This is an optimization exercise on Yosys and OpenROAD, whose aim is small area and a short achievable clock period, not a production implementation.
Function was checked by simulation only, so behaviour that the tests miss may differ from the original.

===== design/flow/design.v =====
`default_nettype none
package frontend_pkg;
    typedef logic [31:0] inst_t;       
    typedef logic [31:0] addr_t;       
    typedef logic [4:0]  areg_t;       
    typedef logic [5:0]  preg_t;       
    typedef logic [5:0]  rob_idx_t;    
    typedef logic [31:0] imm_t;        
    typedef logic [3:0]  alu_op_t;
    typedef logic [1:0]  mem_size_t;   
    typedef logic [1:0]  fu_t;
    localparam logic [6:0] OP_R_TYPE = 7'b0110011;   
    localparam logic [6:0] OP_I_TYPE = 7'b0010011;   
    localparam logic [6:0] OP_LOAD   = 7'b0000011;   
    localparam logic [6:0] OP_STORE  = 7'b0100011;   
    localparam logic [6:0] OP_LUI    = 7'b0110111;
    localparam alu_op_t ALU_ADD  = 4'd0;
    localparam alu_op_t ALU_XOR  = 4'd1;
    localparam alu_op_t ALU_OR   = 4'd2;
    localparam alu_op_t ALU_SRA  = 4'd3;
    localparam alu_op_t ALU_PASS = 4'd4;    
    localparam mem_size_t MEM_BYTE = 2'd0;
    localparam mem_size_t MEM_WORD = 2'd2;
    localparam fu_t FU_ALU0 = 2'd0;
    localparam fu_t FU_ALU1 = 2'd1;
    localparam fu_t FU_MEM  = 2'd2;
    localparam int NUM_AREGS = 32;
    localparam int NUM_PREGS = 64;
    localparam int ROB_DEPTH = 64;
    localparam int IQ_DEPTH  = 8;
endpackage
`default_nettype wire
`timescale 1ns/1ns
`default_nettype none
module frontend_ctrl (
    input  logic                clk,
    input  logic                rst_n,
    input  logic                inst_valid,
    input  logic                dec_legal,
    input  logic                dec_reg_write,
    input  frontend_pkg::areg_t dec_rd,
    input  logic                has_free,
    input  logic                iq_full,
    output logic                inst_ready,
    output logic                dec_load,
    output logic                dec_valid,
    output logic                advance,
    output logic                alloc_en
);
    logic needs_tag;    
    assign needs_tag = dec_reg_write && (dec_rd != '0);
    assign advance  = dec_valid && !iq_full && (has_free || !needs_tag);
    assign alloc_en = advance && needs_tag && dec_legal;
    assign inst_ready = !dec_valid || advance;    
    assign dec_load   = inst_valid && inst_ready;
    always_ff @(posedge clk or negedge rst_n) begin
        if (!rst_n) begin
            dec_valid <= 1'b0;
        end else if (dec_load) begin
            dec_valid <= 1'b1;     
        end else if (advance) begin
            dec_valid <= 1'b0;
        end
    end
endmodule
`default_nettype wire
`timescale 1ns/1ns
`default_nettype none
module inst_decoder (
    input  logic                    clk,
    input  logic                    rst_n,
    input  logic                    dec_load,
    input  frontend_pkg::inst_t     inst,
    input  frontend_pkg::addr_t     inst_pc,
    output logic                    dec_legal,
    output frontend_pkg::addr_t     dec_pc,
    output logic [6:0]              dec_opcode,
    output frontend_pkg::areg_t     dec_rd,
    output frontend_pkg::areg_t     dec_rs1,
    output frontend_pkg::areg_t     dec_rs2,
    output frontend_pkg::imm_t      dec_imm,
    output logic                    dec_alu_src,     
    output logic                    dec_mem_read,
    output logic                    dec_mem_write,
    output logic                    dec_reg_write,
    output frontend_pkg::alu_op_t   dec_alu_op,
    output frontend_pkg::mem_size_t dec_mem_size
);
    logic [6:0] opcode;
    logic [2:0] funct3;
    logic [6:0] funct7;
    frontend_pkg::imm_t       imm_i;
    frontend_pkg::mem_size_t  size;
    logic       n_legal;
    frontend_pkg::areg_t      n_rd;
    frontend_pkg::areg_t      n_rs1;
    frontend_pkg::areg_t      n_rs2;
    frontend_pkg::imm_t       n_imm;
    logic       n_alu_src;
    logic       n_mem_read;
    logic       n_mem_write;
    logic       n_reg_write;
    frontend_pkg::alu_op_t    n_alu_op;
    assign opcode = inst[6:0];
    assign funct3 = inst[14:12];
    assign funct7 = inst[31:25];
    assign imm_i  = {{20{inst[31]}}, inst[31:20]};
    assign size   = (funct3 == 3'b000) ? frontend_pkg::MEM_BYTE : frontend_pkg::MEM_WORD;    
    always_comb begin
        n_legal     = 1'b1;
        n_rd        = '0;      
        n_rs1       = '0;
        n_rs2       = '0;
        n_imm       = '0;
        n_alu_src   = 1'b0;
        n_mem_read  = 1'b0;
        n_mem_write = 1'b0;
        n_reg_write = 1'b0;
        n_alu_op    = frontend_pkg::ALU_ADD;
        case (opcode)
            frontend_pkg::OP_R_TYPE: begin
                n_rd        = inst[11:7];
                n_rs1       = inst[19:15];
                n_rs2       = inst[24:20];
                n_reg_write = 1'b1;
                if ({funct7, funct3} == 10'b0000000_100) begin
                    n_alu_op = frontend_pkg::ALU_XOR;
                end
            end
            frontend_pkg::OP_I_TYPE: begin
                n_rd        = inst[11:7];
                n_rs1       = inst[19:15];
                n_imm       = imm_i;
                n_alu_src   = 1'b1;
                n_reg_write = 1'b1;
                if (funct3 == 3'b110) begin
                    n_alu_op = frontend_pkg::ALU_OR;                         
                end else if (funct3 == 3'b101 && inst[31:26] == 6'b010000) begin
                    n_alu_op = frontend_pkg::ALU_SRA;                        
                    n_imm    = {27'b0, inst[24:20]};           
                end
            end
            frontend_pkg::OP_LOAD: begin
                n_rd        = inst[11:7];
                n_rs1       = inst[19:15];
                n_imm       = imm_i;
                n_alu_src   = 1'b1;
                n_mem_read  = 1'b1;
                n_reg_write = 1'b1;
            end
            frontend_pkg::OP_STORE: begin
                n_rs1       = inst[19:15];
                n_rs2       = inst[24:20];
                n_imm       = {{20{inst[31]}}, inst[31:25], inst[11:7]};   
                n_alu_src   = 1'b1;
                n_mem_write = 1'b1;
            end
            frontend_pkg::OP_LUI: begin
                n_rd        = inst[11:7];
                n_imm       = {inst[31:12], 12'b0};
                n_alu_src   = 1'b1;
                n_reg_write = 1'b1;
                n_alu_op    = frontend_pkg::ALU_PASS;
            end
            default: n_legal = 1'b0;    
        endcase
    end
    always_ff @(posedge clk or negedge rst_n) begin
        if (!rst_n) begin
            dec_legal     <= 1'b0;
            dec_rd        <= '0;
            dec_rs1       <= '0;
            dec_rs2       <= '0;
            dec_mem_read  <= 1'b0;
            dec_mem_write <= 1'b0;
            dec_reg_write <= 1'b0;
        end else if (dec_load) begin
            dec_legal     <= n_legal;
            dec_rd        <= n_rd;
            dec_rs1       <= n_rs1;
            dec_rs2       <= n_rs2;
            dec_mem_read  <= n_mem_read;
            dec_mem_write <= n_mem_write;
            dec_reg_write <= n_reg_write;
        end
    end
    always_ff @(posedge clk) begin
        if (dec_load) begin
            dec_pc       <= inst_pc;
            dec_opcode   <= opcode;
            dec_imm      <= n_imm;
            dec_alu_src  <= n_alu_src;
            dec_alu_op   <= n_alu_op;
            dec_mem_size <= (n_mem_read || n_mem_write) ? size : frontend_pkg::MEM_WORD;
        end
    end
endmodule
`default_nettype wire
`timescale 1ns/1ns
`default_nettype none
module rename_table (
    input  logic                clk,
    input  logic                rst_n,
    input  frontend_pkg::areg_t dec_rs1,
    input  frontend_pkg::areg_t dec_rs2,
    input  frontend_pkg::areg_t dec_rd,
    input  logic                alloc_en,
    output frontend_pkg::preg_t rs1_p,
    output frontend_pkg::preg_t rs2_p,
    output frontend_pkg::preg_t rd_p,
    output logic                has_free
);
    frontend_pkg::preg_t                rat [frontend_pkg::NUM_AREGS];    
    logic [frontend_pkg::NUM_PREGS-1:0] free_list;          
    frontend_pkg::preg_t                first_free;
    always_comb begin
        first_free = '0;
        for (int i = frontend_pkg::NUM_PREGS - 1; i >= 0; i--) begin
            if (free_list[i]) begin
                first_free = frontend_pkg::preg_t'(i);
            end
        end
    end
    assign has_free = |free_list;
    assign rs1_p = (dec_rs1 == '0) ? '0 : rat[dec_rs1];    
    assign rs2_p = (dec_rs2 == '0) ? '0 : rat[dec_rs2];
    assign rd_p  = (dec_rd == '0) ? '0 : first_free;
    always_ff @(posedge clk or negedge rst_n) begin
        if (!rst_n) begin
            for (int k = 0; k < frontend_pkg::NUM_AREGS; k++) begin
                rat[k] <= frontend_pkg::preg_t'(k);         
            end
            for (int k = 0; k < frontend_pkg::NUM_PREGS; k++) begin
                free_list[k] <= (k >= frontend_pkg::NUM_AREGS);    
            end
        end else if (alloc_en) begin
            rat[dec_rd]     <= rd_p;
            free_list[rd_p] <= 1'b0;    
        end
    end
endmodule
`default_nettype wire
`timescale 1ns/1ns
`default_nettype none
module reorder_buffer (
    input  logic                   clk,
    input  logic                   rst_n,
    input  logic                   alloc_en,
    input  frontend_pkg::preg_t    rd_p,
    input  frontend_pkg::preg_t    rs1_p,
    input  frontend_pkg::preg_t    rs2_p,
    output frontend_pkg::rob_idx_t head_idx,
    output logic                   src1_busy,
    output logic                   src2_busy
);
    frontend_pkg::preg_t                rob_tag [frontend_pkg::ROB_DEPTH];    
    logic [frontend_pkg::ROB_DEPTH-1:0] rob_used;               
    logic                 hit1;
    logic                 hit2;
    always_ff @(posedge clk or negedge rst_n) begin
        if (!rst_n) begin
            head_idx <= '0;
            rob_used <= '0;
        end else if (alloc_en) begin
            rob_used[head_idx] <= 1'b1;
            head_idx <= (head_idx == frontend_pkg::rob_idx_t'(frontend_pkg::ROB_DEPTH - 1)) ? '0 : head_idx + 1'b1;
        end
    end
    always_ff @(posedge clk) begin
        if (alloc_en) begin
            rob_tag[head_idx] <= rd_p;
        end
    end
    always_comb begin
        hit1 = 1'b0;
        hit2 = 1'b0;
        for (int i = 0; i < frontend_pkg::ROB_DEPTH; i++) begin
            if (rob_used[i] && rob_tag[i] == rs1_p) hit1 = 1'b1;
            if (rob_used[i] && rob_tag[i] == rs2_p) hit2 = 1'b1;
        end
    end
    assign src1_busy = hit1 && (rs1_p != '0);    
    assign src2_busy = hit2 && (rs2_p != '0);
endmodule
`default_nettype wire
`timescale 1ns/1ns
`default_nettype none
module issue_queue (
    input  logic                    clk,
    input  logic                    rst_n,
    input  logic                    advance,
    input  logic                    dec_legal,
    input  frontend_pkg::addr_t     dec_pc,
    input  logic [6:0]              dec_opcode,
    input  frontend_pkg::imm_t      dec_imm,
    input  logic                    dec_alu_src,
    input  logic                    dec_mem_read,
    input  logic                    dec_mem_write,
    input  logic                    dec_reg_write,
    input  frontend_pkg::alu_op_t   dec_alu_op,
    input  frontend_pkg::mem_size_t dec_mem_size,
    input  frontend_pkg::preg_t     rd_p,
    input  frontend_pkg::preg_t     rs1_p,
    input  frontend_pkg::preg_t     rs2_p,
    input  logic                    src1_busy,
    input  logic                    src2_busy,
    input  frontend_pkg::rob_idx_t  head_idx,
    input  logic                    iss_ready,
    output logic                    iq_full,
    output logic                    iss_valid,
    output frontend_pkg::addr_t     iss_pc,
    output frontend_pkg::rob_idx_t  iss_rob_idx,
    output frontend_pkg::preg_t     iss_rd_p,
    output frontend_pkg::preg_t     iss_rs1_p,
    output frontend_pkg::preg_t     iss_rs2_p,
    output logic                    iss_rs1_ready,
    output logic                    iss_rs2_ready,
    output frontend_pkg::fu_t       iss_fu,
    output frontend_pkg::alu_op_t   iss_alu_op,
    output frontend_pkg::imm_t      iss_imm,
    output logic                    iss_alu_src,
    output logic                    iss_mem_read,
    output logic                    iss_mem_write,
    output logic                    iss_reg_write,
    output frontend_pkg::mem_size_t iss_mem_size
);
    localparam int PTR_W = $clog2(frontend_pkg::IQ_DEPTH);
    frontend_pkg::addr_t     q_pc        [frontend_pkg::IQ_DEPTH];
    frontend_pkg::rob_idx_t  q_rob_idx   [frontend_pkg::IQ_DEPTH];
    frontend_pkg::preg_t     q_rd_p      [frontend_pkg::IQ_DEPTH];
    frontend_pkg::preg_t     q_rs1_p     [frontend_pkg::IQ_DEPTH];
    frontend_pkg::preg_t     q_rs2_p     [frontend_pkg::IQ_DEPTH];
    logic      q_rs1_ready [frontend_pkg::IQ_DEPTH];
    logic      q_rs2_ready [frontend_pkg::IQ_DEPTH];
    frontend_pkg::fu_t       q_fu        [frontend_pkg::IQ_DEPTH];
    frontend_pkg::alu_op_t   q_alu_op    [frontend_pkg::IQ_DEPTH];
    frontend_pkg::imm_t      q_imm       [frontend_pkg::IQ_DEPTH];
    logic      q_alu_src   [frontend_pkg::IQ_DEPTH];
    logic      q_mem_read  [frontend_pkg::IQ_DEPTH];
    logic      q_mem_write [frontend_pkg::IQ_DEPTH];
    logic      q_reg_write [frontend_pkg::IQ_DEPTH];
    frontend_pkg::mem_size_t q_mem_size  [frontend_pkg::IQ_DEPTH];
    logic [PTR_W-1:0] wr_ptr;      
    logic [PTR_W-1:0] rd_ptr;
    logic [PTR_W:0]   count;
    logic             alu_sel;     
    logic             wr_en;
    logic             rd_en;
    logic             is_mem;
    frontend_pkg::fu_t              new_fu;
    assign wr_en  = advance && dec_legal;
    assign rd_en  = iss_valid && iss_ready;
    assign is_mem = (dec_opcode == frontend_pkg::OP_LOAD) || (dec_opcode == frontend_pkg::OP_STORE);
    assign new_fu = is_mem ? frontend_pkg::FU_MEM : (alu_sel ? frontend_pkg::FU_ALU1 : frontend_pkg::FU_ALU0);
    assign iq_full   = (count == frontend_pkg::IQ_DEPTH);
    assign iss_valid = (count != '0);
    always_ff @(posedge clk or negedge rst_n) begin
        if (!rst_n) begin
            wr_ptr  <= '0;
            rd_ptr  <= '0;
            count   <= '0;
            alu_sel <= 1'b0;
        end else begin
            if (wr_en) wr_ptr <= wr_ptr + 1'b1;
            if (rd_en) rd_ptr <= rd_ptr + 1'b1;
            case ({wr_en, rd_en})
                2'b10:   count <= count + 1'b1;
                2'b01:   count <= count - 1'b1;
                default: ;                          
            endcase
            if (wr_en && !is_mem) alu_sel <= !alu_sel;    
        end
    end
    always_ff @(posedge clk) begin
        if (wr_en) begin
            q_pc[wr_ptr]        <= dec_pc;
            q_rob_idx[wr_ptr]   <= head_idx;
            q_rd_p[wr_ptr]      <= rd_p;
            q_rs1_p[wr_ptr]     <= rs1_p;
            q_rs2_p[wr_ptr]     <= rs2_p;
            q_rs1_ready[wr_ptr] <= !src1_busy;
            q_rs2_ready[wr_ptr] <= !src2_busy;
            q_fu[wr_ptr]        <= new_fu;
            q_alu_op[wr_ptr]    <= dec_alu_op;
            q_imm[wr_ptr]       <= dec_imm;
            q_alu_src[wr_ptr]   <= dec_alu_src;
            q_mem_read[wr_ptr]  <= dec_mem_read;
            q_mem_write[wr_ptr] <= dec_mem_write;
            q_reg_write[wr_ptr] <= dec_reg_write;
            q_mem_size[wr_ptr]  <= dec_mem_size;
        end
    end
    assign iss_pc        = q_pc[rd_ptr];
    assign iss_rob_idx   = q_rob_idx[rd_ptr];
    assign iss_rd_p      = q_rd_p[rd_ptr];
    assign iss_rs1_p     = q_rs1_p[rd_ptr];
    assign iss_rs2_p     = q_rs2_p[rd_ptr];
    assign iss_rs1_ready = q_rs1_ready[rd_ptr];
    assign iss_rs2_ready = q_rs2_ready[rd_ptr];
    assign iss_fu        = q_fu[rd_ptr];
    assign iss_alu_op    = q_alu_op[rd_ptr];
    assign iss_imm       = q_imm[rd_ptr];
    assign iss_alu_src   = q_alu_src[rd_ptr];
    assign iss_mem_read  = q_mem_read[rd_ptr];
    assign iss_mem_write = q_mem_write[rd_ptr];
    assign iss_reg_write = q_reg_write[rd_ptr];
    assign iss_mem_size  = q_mem_size[rd_ptr];
endmodule
`default_nettype wire
`timescale 1ns/1ns
`default_nettype none
module frontend_top (
    input  logic                    clk,
    input  logic                    rst_n,
    input  logic                    inst_valid,
    input  frontend_pkg::inst_t     inst,
    input  frontend_pkg::addr_t     inst_pc,
    output logic                    inst_ready,
    output logic                    iss_valid,
    output frontend_pkg::addr_t     iss_pc,
    output frontend_pkg::rob_idx_t  iss_rob_idx,
    output frontend_pkg::preg_t     iss_rd_p,
    output frontend_pkg::preg_t     iss_rs1_p,
    output frontend_pkg::preg_t     iss_rs2_p,
    output logic                    iss_rs1_ready,
    output logic                    iss_rs2_ready,
    output frontend_pkg::fu_t       iss_fu,
    output frontend_pkg::alu_op_t   iss_alu_op,
    output frontend_pkg::imm_t      iss_imm,
    output logic                    iss_alu_src,
    output logic                    iss_mem_read,
    output logic                    iss_mem_write,
    output logic                    iss_reg_write,
    output frontend_pkg::mem_size_t iss_mem_size,
    input  logic                    iss_ready
);
    logic       dec_load;
    logic       advance;
    logic       alloc_en;
    logic       dec_legal;
    frontend_pkg::addr_t      dec_pc;
    logic [6:0] dec_opcode;
    frontend_pkg::areg_t      dec_rd;
    frontend_pkg::areg_t      dec_rs1;
    frontend_pkg::areg_t      dec_rs2;
    frontend_pkg::imm_t       dec_imm;
    logic       dec_alu_src;
    logic       dec_mem_read;
    logic       dec_mem_write;
    logic       dec_reg_write;
    frontend_pkg::alu_op_t    dec_alu_op;
    frontend_pkg::mem_size_t  dec_mem_size;
    frontend_pkg::preg_t      rs1_p;
    frontend_pkg::preg_t      rs2_p;
    frontend_pkg::preg_t      rd_p;
    logic       has_free;
    frontend_pkg::rob_idx_t   head_idx;
    logic       src1_busy;
    logic       src2_busy;
    logic       iq_full;
    frontend_ctrl u_ctrl (
        .*,
        .dec_valid ()        
    );
    inst_decoder u_decoder (.*);
    rename_table u_rename (.*);
    reorder_buffer u_rob (.*);
    issue_queue u_iq (.*);
endmodule
`default_nettype wire

===== design/flow/run.sh =====
#!/bin/bash
# synth_recipe.tcl (not shown) runs the flow's synth.tcl, then flattens the netlist and writes it again
# the make line also repeats each setting of config.mk as NAME=value (left out here)
make -C /OpenROAD-flow-scripts/flow DESIGN_CONFIG=/design/flow/config.mk WORK_HOME=/design/flow/orfs CLKGATE_MAP_FILE= SYNTH_SCRIPT=/design/flow/synth_recipe.tcl finish

===== design/flow/config.mk =====
export PLATFORM = sky130hd
export DESIGN_NAME = frontend_top
export DESIGN_NICKNAME = frontend_top
export VERILOG_FILES = /design/flow/design.v
export SDC_FILE = /design/flow/constraint.sdc
export NUM_CORES = 4
export LEC_CHECK = 0
export CAP_MARGIN = 20
export CORE_MARGIN = 2
export CORE_UTILIZATION = 40
export SETUP_SLACK_MARGIN = 0.3
export SLEW_MARGIN = 20

===== design/flow/constraint.sdc =====
create_clock -name core_clock -period 6.5 [get_ports {clk}]
set_input_delay 1.3000 -clock core_clock [delete_from_list [all_inputs] [get_ports {clk}]]
set_output_delay 1.3000 -clock core_clock [all_outputs]
set_load 0.01 [all_outputs]

==> impl_metrics.tcl <==
set metrics [dict create \
    synthTopCellsByArea "edfxtp_1, dfrtp_1, mux4_2, xor2_1, xnor2_1" \
    required_ns 7.12 \
    drcViolationCount 0 \
    clock-sinks 1610 \
    dpl.hpwl_um 141000 \
    wl_um 222000 \
    yosysWarningCount 6 \
    critPathArrivalTime_ns 6.61 \
    htreeDepth 4 \
    leakage_nw 26.6 \
    hold_viol 0 \
    grt_pass1_wl_um 320000 \
    initialDrtViolationCount 4350 \
    synth_top_cell_area_share 0.527 \
    grt_pass1_vias 43700 \
    synthArstFlopShare 0.218 \
    yosys_most_used_dff "edfxtp_1" \
    die_h_um 427 \
    fin_nets 5193 \
    grt_max_degree 172 \
    synth.ff_latch_count 1610 \
    syn2layout_area_growth_pct 15.5 \
    grt_use_total 0.242 \
    max_cap_violations 0 \
    drtAntennaViolNets 0 \
    port_buffers 169 \
    start_util 0.402 \
    synth_area_mm2 0.0717 \
    fin_tns_setup_ns 0 \
    synth_cell_types 86 \
    clk_path_buf_depth 3 \
    cp-end-kind "flop" \
    dp.cells 7296 \
    finalClockSkew_ns 0.0542 \
    max-slew-margin-rel 0.150 \
    cp_max_fo 16 \
    synth_edf_count 1259 \
    synth_area_leader_cell "edfxtp_1" \
    synth-seq-area-share 0.652 \
    fin_cells 7616 \
    worst_slew_pin_slew_ns 1.27 \
    antenna_found_initial 5 \
    cts_buffers 167 \
    post_cts_buffers 0 \
    fp-row-count 155 \
    clk_pin_slew_ns 0.06 \
    rsz0062_at_grt "no" \
    powerDensity_mw_per_mm2 320 \
    grt_remaining_overflow 0 \
    cp-start-kind "flop" \
    synth.most_common_cell "edfxtp_1" \
    setup_viol 0 \
    r2r_cells 20 \
    drv_slew 0 \
    vias 44000 \
    cts_tree "yes" \
    postSynthCellCount 4888 \
    wl_per_cell_um 29.1 \
    drive_above_1_share 0.182 \
    ir_drop_v 0.000277 \
    fin_total_pwr_mw 26.5 \
    core_area_mm2 0.178 \
    die_w_um 427 \
    dieArea_mm2 0.183 \
    post-route-min-period_ns 5.99 \
    first_pass_iters 8 \
    io_pins 172 \
    clock-root-buffer "clkbuf_16" \
    status "complete, no violations" \
    hold_path_class "input pin to asynchronous set/reset pin" \
    critical_path_class "flop to flop" \
    fin_crit_sh 0.921 \
    place.gp.congestion 0.993 \
    clk_latency_ns 0.84 \
    max_freq_mhz 167 \
    synth_commonest_cells "edfxtp_1, xor2_1, xnor2_1" \
    synth_area_per_cell_um2 14.7 \
    viasPerCell 5.78 \
    n_fill_cell 15400 \
]
[worst max-delay path: stages, from the launching register on]
cell	delay, ns
dfrtp_1	0.60
buf_4	0.31
and3b_1	0.37
buf_4	0.25
nand3_1	0.09
nand4_1	0.11
nor4_1	0.49
buf_4	0.25
and3_1	0.17
or2_2	0.28
clkinv_2	0.39
buf_12	0.31
xnor2_1	0.14
nand4_1	0.09
nor4_1	0.07
nor4_1	0.35
nand4_1	0.30
buf_4	0.23
nor4b_1	0.54
buf_4	0.20
a31o_1	0.24
[cell usage in the layout (no fill, tap or decap), types with 51 or more instances in the layout]
master           instances
nor4_1                 142
mux2_2                 147
clkbuf_16              170
xor2_1                 421
dfrtp_1                234
nand3_1                146
buf_4                  148
and3_1                  56
o21bai_1                65
o21ai_0                203
o21a_1                  51
nor2_1                 168
edfxtp_1              1259
clkdlybuf4s50_1        168
nand4_1                165
nand2_1                318
dfstp_2                112
xnor2_1                343
mux4_2                 200
[layout make-up]
cell class,instances,area (um^2),share of cell area
repair buffers,359,3650,0.0441
inverters,35,138,0.00166
clock buffers,212,4490,0.0542
clock inverters,103,1170,0.0142
multi-input cells,2937,23700,0.286
well taps,2355,2950,0.0356
flip-flops and latches,1610,46700,0.564
diodes,5,12.5,0.000151
[layer usage]
layer,up-vias,track usage,wire length (um),part of all wire
met5,-,0,25,0.00011
met4,4,0.0873,7830,0.035
met3,374,0.0391,14100,0.064
met2,1691,0.375,102000,0.46
met1,22900,0.343,97800,0.44
li1,19000,-,-,-
[final timing paths]
check | startpoint | endpoint | slack, ns
hold reg to reg | u_iq.alu_sel | u_iq.alu_sel | 0.46
hold / removal | rst_n | u_rob.rob_used[45] | 0.36
max in group asynchronous | rst_n | u_rename.rat[4][5] | 4.86
setup reg to reg | u_decoder.dec_rs1[2] | u_iq.q_rs1_ready[5] | 0.51
min in group core_clock | u_iq.alu_sel | u_iq.alu_sel | 0.46
setup / recovery | u_decoder.dec_rs1[2] | u_iq.q_rs1_ready[5] | 0.51
[flip-flops by register name, summed over array words and instances (netlist names), 16 cells and up]
signal and count:
u_rob.rob_tag 384, u_iq.q_imm 256, u_iq.q_pc 256, u_rename.rat 186, u_rename.free_list 64, u_rob.rob_used 64
u_iq.q_rd_p 48, u_iq.q_rob_idx 48, u_iq.q_rs1_p 48, u_iq.q_rs2_p 48, u_decoder.dec_imm 32, u_decoder.dec_pc 32
u_iq.q_alu_op 24, u_iq.q_fu 16
[through the flow]
step | instance area [um^2] | utilization | setup WS [ns] | hold WS [ns]
global route | 82800 | 0.465 | 0.345 | 0.335
global placement | 77100 | 0.433 | 0.475 | 0.451
detailed placement | 77100 | 0.433 | 0.470 | 0.460
CTS | 82800 | 0.465 | 0.471 | 0.308
floorplan | 71700 | - | 0.0917 | 0.434
finish | 82800 | 0.465 | 0.512 | 0.362
[power breakdown]
| group | internal, mW | total, mW | switching (mW) |
|---|---|---|---|
| sequential | 11.3 | 11.7 | 0.378 |
| combinational | 2.67 | 5.04 | 2.37 |
| clock | 5.66 | 9.79 | 4.13 |
| total | 19.7 | 26.5 | 6.88 |
[what timing repair did]
action                                  4_1_cts  5_1_grt
gates resized for setup                       0        3
endpoints found under the setup margin        0        8
hold buffers                                  0        0
[cells by family (layout without fill, tap and decap cells)]
group                      after synthesis  in the layout  synth area share
DFF                                   1610           1610             0.652
and+or+nand+nor                       1189           1189            0.0855
xor gates and xnor gates               764            764            0.0934
AOI/OAI and AO/OA                      606            606            0.0572
muxes                                  361            361            0.0879
buffers and inverters                  342            709            0.0213
adders and majority gates               15             15           0.00272
other                                    1              7         0.0000523

==> port drivers added, routing unchanged <==
No port has a modelled driver above. Below, the same layout with a new extraction and two added sets of constraints. Step 1 sets driving cells, clkbuf_16 on the clock port and buf_2 on the other inputs (assumed; they add their load-dependent delay and slew). Step 2 times the ports against the registers' clock, not the clock port: input delays grow and output delays shrink by t, the midpoint of the rising clock arrivals with the driver on. Slacks: ideal ports / drivers / drivers and shift; pairs: ideal ports / drivers.
shift t [ns]: 0.909
setup slack, ns: 0.512 / 0.512 / 0.512
worst setup path at the end: register to register
pins driven straight from the clock port: 1
After both steps setup and hold are still met in this run. The setup slack of this run moves by 0.000 ns with the drivers and by 0.000 ns with both steps.
